This design comes from an exercise in tuning for small area, a short achievable clock period and few clock cycles per item on the open sky130 flow, not from production work. At most, simulation tests tie the RTL to the original design; equivalence was not proved.

## mdct_resonator_bank
module mdct_resonator_bank #(
    parameter int DW   = 32,
    parameter int CW   = 16,
    parameter int FRAC = 14,
    parameter int NCH  = 4,
    parameter int SAT  = 1,
    parameter int LW   = 16,
    localparam int CHW = (NCH > 1) ? $clog2(NCH) : 1
) (
    input  logic              clk_in,
    input  logic              rst_sys,
    input  logic              start,
    input  logic              abort,
    input  logic [LW-1:0]     frame_len,
    input  logic [NCH*CW-1:0] coef,
    input  logic [DW-1:0]     init_s1,
    input  logic [DW-1:0]     init_s2,
    input  logic              s_valid,
    output logic              s_ready,
    input  logic [DW-1:0]     s_data,
    output logic              m_valid,
    input  logic              m_ready,
    output logic [DW-1:0]     m_data,
    output logic [CHW-1:0]    m_chan,
    output logic              m_last,
    output logic              busy,
    output logic              done
);
    localparam logic [2:0] S_IDLE  = 3'd0;
    localparam logic [2:0] S_P0F   = 3'd1;
    localparam logic [2:0] S_P0    = 3'd2;
    localparam logic [2:0] S_WAIT  = 3'd3;
    localparam logic [2:0] S_P1    = 3'd4;
    localparam logic [2:0] S_FLUSH = 3'd5;
    localparam logic [2:0] S_DRAIN = 3'd6;
    localparam logic [2:0] S_WAITF = 3'd7;
    logic [2:0]  state, state_nx;
    logic [15:0] cnt;
    logic        lastf;
    logic        zlen;
    logic [1:0]  rix, rix_nx;
  ...
For scale: roughly 4,000 cells after synthesis, ~220 I/O pins, roughly 44,000 um2 of cells after synthesis.
clock: 13.0 ns
lec_check: 0
cap_margin: 20
core_margin: 2
core_utilization: 70
cts_buf_list: sky130_fd_sc_hd__clkbuf_4 sky130_fd_sc_hd__clkbuf_8
slew_margin: 20
standard.sh (not shown) runs the stock make flow with config.mk's settings and CLKGATE_MAP_FILE= SYNTH_SCRIPT=/design/flow/synth_recipe.tcl, a recipe that flattens the netlist after the stock synthesis.
==> flow/flow/run.sh <==
#!/bin/bash
# Own layout flow: the standard flow (standard.sh) with two changes.
# 1. After the standard synthesis (unchanged), fapol.py removes the inverters
#    that adder extraction left between full-adder cells, by choosing which
#    full adders compute on complemented signals (a full adder is self-dual).
#    Registers and ports are untouched; the logic function is the same.
# 2. repair_timing is asked for a larger setup margin, so that the layout is
#    timed tighter than the 13 ns constraint demands, and the ports get plain
#    buffers. The SDC is not changed.
set -euo pipefail
source flow/params.sh
R=$PWD/orfs/results/sky130hd/mdct_resonator_bank/base
bash standard.sh synth > synth.log 2>&1
cp $R/1_2_yosys.v $R/1_2_yosys.std.v
python3 flow/fapol.py $R/1_2_yosys.std.v $R/1_2_yosys.fapol.v > fapol.log 2>&1
cp $R/1_2_yosys.fapol.v $R/1_2_yosys.v
rm -f $R/1_synth.odb $R/1_synth.sdc
bash standard.sh SETUP_SLACK_MARGIN=$MARGIN "BUFFER_PORTS_ARGS=-buffer_cell $PORTBUF" finish > standard.log 2>&1
Other scripts of this flow, unchanged in this note and not shown: flow/flow/fapol.py, flow/flow/params.sh
Edit:
--- a/flow/design.v
+++ b/flow/design.v
@@ -45,53 +45,57 @@
     assign st_idle  = (state == S_IDLE);
     assign st_p0f   = (state == S_P0F);
     assign st_p0    = (state == S_P0);
     assign st_wait  = (state == S_WAIT);
     assign st_p1    = (state == S_P1);
     assign st_flush = (state == S_FLUSH);
     assign st_drain = (state == S_DRAIN);
     assign st_waitf = (state == S_WAITF);
     assign take_s = s_ready & s_valid & ~abort;
     assign take_m = m_valid & m_ready & ~abort;
-    logic        adv, ld_y, nxt_b, idle_q, flush_q, drain_q, xen;
+    logic        adv, ld_y, nxt_b, idle_q, flush_q, drain_q, xen, ld_r1, hold_r1;
     always_ff @(posedge clk_in or posedge rst_sys) begin
         if (rst_sys) begin
             adv     <= 1'b0;
             ld_y    <= 1'b0;
             nxt_b   <= 1'b0;
             idle_q  <= 1'b1;
             flush_q <= 1'b0;
             drain_q <= 1'b0;
+            ld_r1   <= 1'b0;
+            hold_r1 <= 1'b0;
         end else begin
+            ld_r1   <= (state_nx == S_P0) || (state_nx == S_P1) || (state_nx == S_FLUSH);
+            hold_r1 <= !((state_nx == S_P0) || (state_nx == S_P1) || (state_nx == S_FLUSH) || (state_nx == S_IDLE));
             adv     <= (state_nx == S_P0F) || (state_nx == S_P0) || (state_nx == S_P1) || (state_nx == S_FLUSH);
             ld_y    <= (state_nx == S_P0) || (state_nx == S_P1) || (state_nx == S_FLUSH);
             nxt_b   <= (state_nx == S_P0F) || (state_nx == S_P0);
             idle_q  <= (state_nx == S_IDLE);
             flush_q <= (state_nx == S_FLUSH);
             drain_q <= (state_nx == S_DRAIN);
         end
     end
     always_ff @(posedge clk_in)
         xen <= (state_nx == S_WAITF) || (state_nx == S_WAIT) || ((state_nx == S_P1) && !lastf_nx);
     logic signed [31:0] x_reg;
     always_ff @(posedge clk_in) begin
         if (xen)
             x_reg <= s_data;
     end
     logic [31:0] y0, y1, r1_0, r1_1, d1_0, d1_1;
     mrb_lane u_l0 (
-        .clk(clk_in), .rst(rst_sys), .idle(idle_q), .adv(adv), .ld_y(ld_y), .nxt_b(nxt_b),
+        .clk(clk_in), .rst(rst_sys), .idle(idle_q), .adv(adv), .ld_y(ld_y), .ld_r1(ld_r1), .hold_r1(hold_r1), .nxt_b(nxt_b),
         .ca(coef[15:0]), .cb(coef[31:16]), .init_s1(init_s1), .init_s2(init_s2),
         .x(x_reg), .y(y0), .r1(r1_0), .d1(d1_0)
     );
     mrb_lane u_l1 (
-        .clk(clk_in), .rst(rst_sys), .idle(idle_q), .adv(adv), .ld_y(ld_y), .nxt_b(nxt_b),
+        .clk(clk_in), .rst(rst_sys), .idle(idle_q), .adv(adv), .ld_y(ld_y), .ld_r1(ld_r1), .hold_r1(hold_r1), .nxt_b(nxt_b),
         .ca(coef[47:32]), .cb(coef[63:48]), .init_s1(init_s1), .init_s2(init_s2),
         .x(x_reg), .y(y1), .r1(r1_1), .d1(d1_1)
     );
     always_comb begin
         state_nx = state;
         rix_nx   = rix;
         case (state)
             S_IDLE:  if (start) state_nx = (frame_len == 16'd0) ? S_DRAIN : S_WAITF;
             S_WAITF: if (s_valid) state_nx = S_P0F;
             S_P0F,
@@ -151,20 +155,22 @@
         else
             m_data <= y0;
     end
 endmodule
 module mrb_lane (
     input  logic        clk,
     input  logic        rst,
     input  logic        idle,
     input  logic        adv,
     input  logic        ld_y,
+    input  logic        ld_r1,
+    input  logic        hold_r1,
     input  logic        nxt_b,
     input  logic [15:0] ca,
     input  logic [15:0] cb,
     input  logic [31:0] init_s1,
     input  logic [31:0] init_s2,
     input  logic [31:0] x,
     output logic [31:0] y,
     output logic [31:0] r1,
     output logic [31:0] d1
 );
@@ -235,30 +241,29 @@
     assign ovf = c[31] ? ov1 : ov0;
     assign sgn = c[31] ? t1[2] : t0[2];
     always_comb begin
         if (!ovf)
             y = yf[31:0];
         else
             y = sgn ? 32'h80000000 : 32'h7fffffff;
     end
     always_ff @(posedge clk) begin
         if (idle) begin
-            r1 <= init_s1;
             d1 <= init_s2;
             nd2 <= ~init_s2;
         end else if (adv) begin
-            if (ld_y)
-                r1 <= y;
             d1 <= r1;
             nd2 <= ~d1;
         end
     end
+    always_ff @(posedge clk)
+        r1 <= ({32{idle}} & init_s1) | ({32{ld_r1}} & y) | ({32{hold_r1}} & r1);
 endmodule
 module mrb_fa (
     input  logic a,
     input  logic b,
     input  logic c,
     output logic s,
     output logic co
 );
     assign s  = a ^ b ^ c;
     assign co = (a & b) | (c & (a ^ b));
Final area came out lower by a few percent.
First-iteration DRC count drops slightly.
Setup slack got worse by 0.12 ns.
Utilization came out lower by 2.0 points.
Testbench counts after the change, summed over its fixed seeds: cycles 9,680, samples 4,452.
No functional check of the RTL was part of the first run of this note.

## port drivers added, routing unchanged
In the flow no input, the clock included, has a driving cell. The finished layouts below were timed again as built, in two steps. Step 1 sets driving cells, clkbuf_16 on the clock port and buf_2 on the other inputs (assumed; they add their load-dependent delay and slew). Step 2 adds t to the input delays and takes it off the output delays; t is the mean of the earliest and latest rising clock arrival at the registers after step 1. Input paths then give back, and output paths get back, about the clock's delay inside the block. a / b / c = ideal ports / drivers / drivers and shift; a / b = the first two.
run | t, ns | setup WS [ns] | clock arrival spread, ns | slew at the worst register clock pin (ns) | worst data-port slew with drivers (ns)
the first run | 0.768 | 9.031 / 8.965 / 8.344 | 0.036 / 0.036 | 0.07 / 0.07 | 0.08
the second run | 0.765 | 8.908 / 8.954 / 8.189 | 0.067 / 0.068 | 0.08 / 0.08 | 0.14
After both steps setup and hold are still met in every run listed. The setup slack of the second run, which loses most, moves by +0.046 ns with the drivers and by -0.719 ns with both steps.
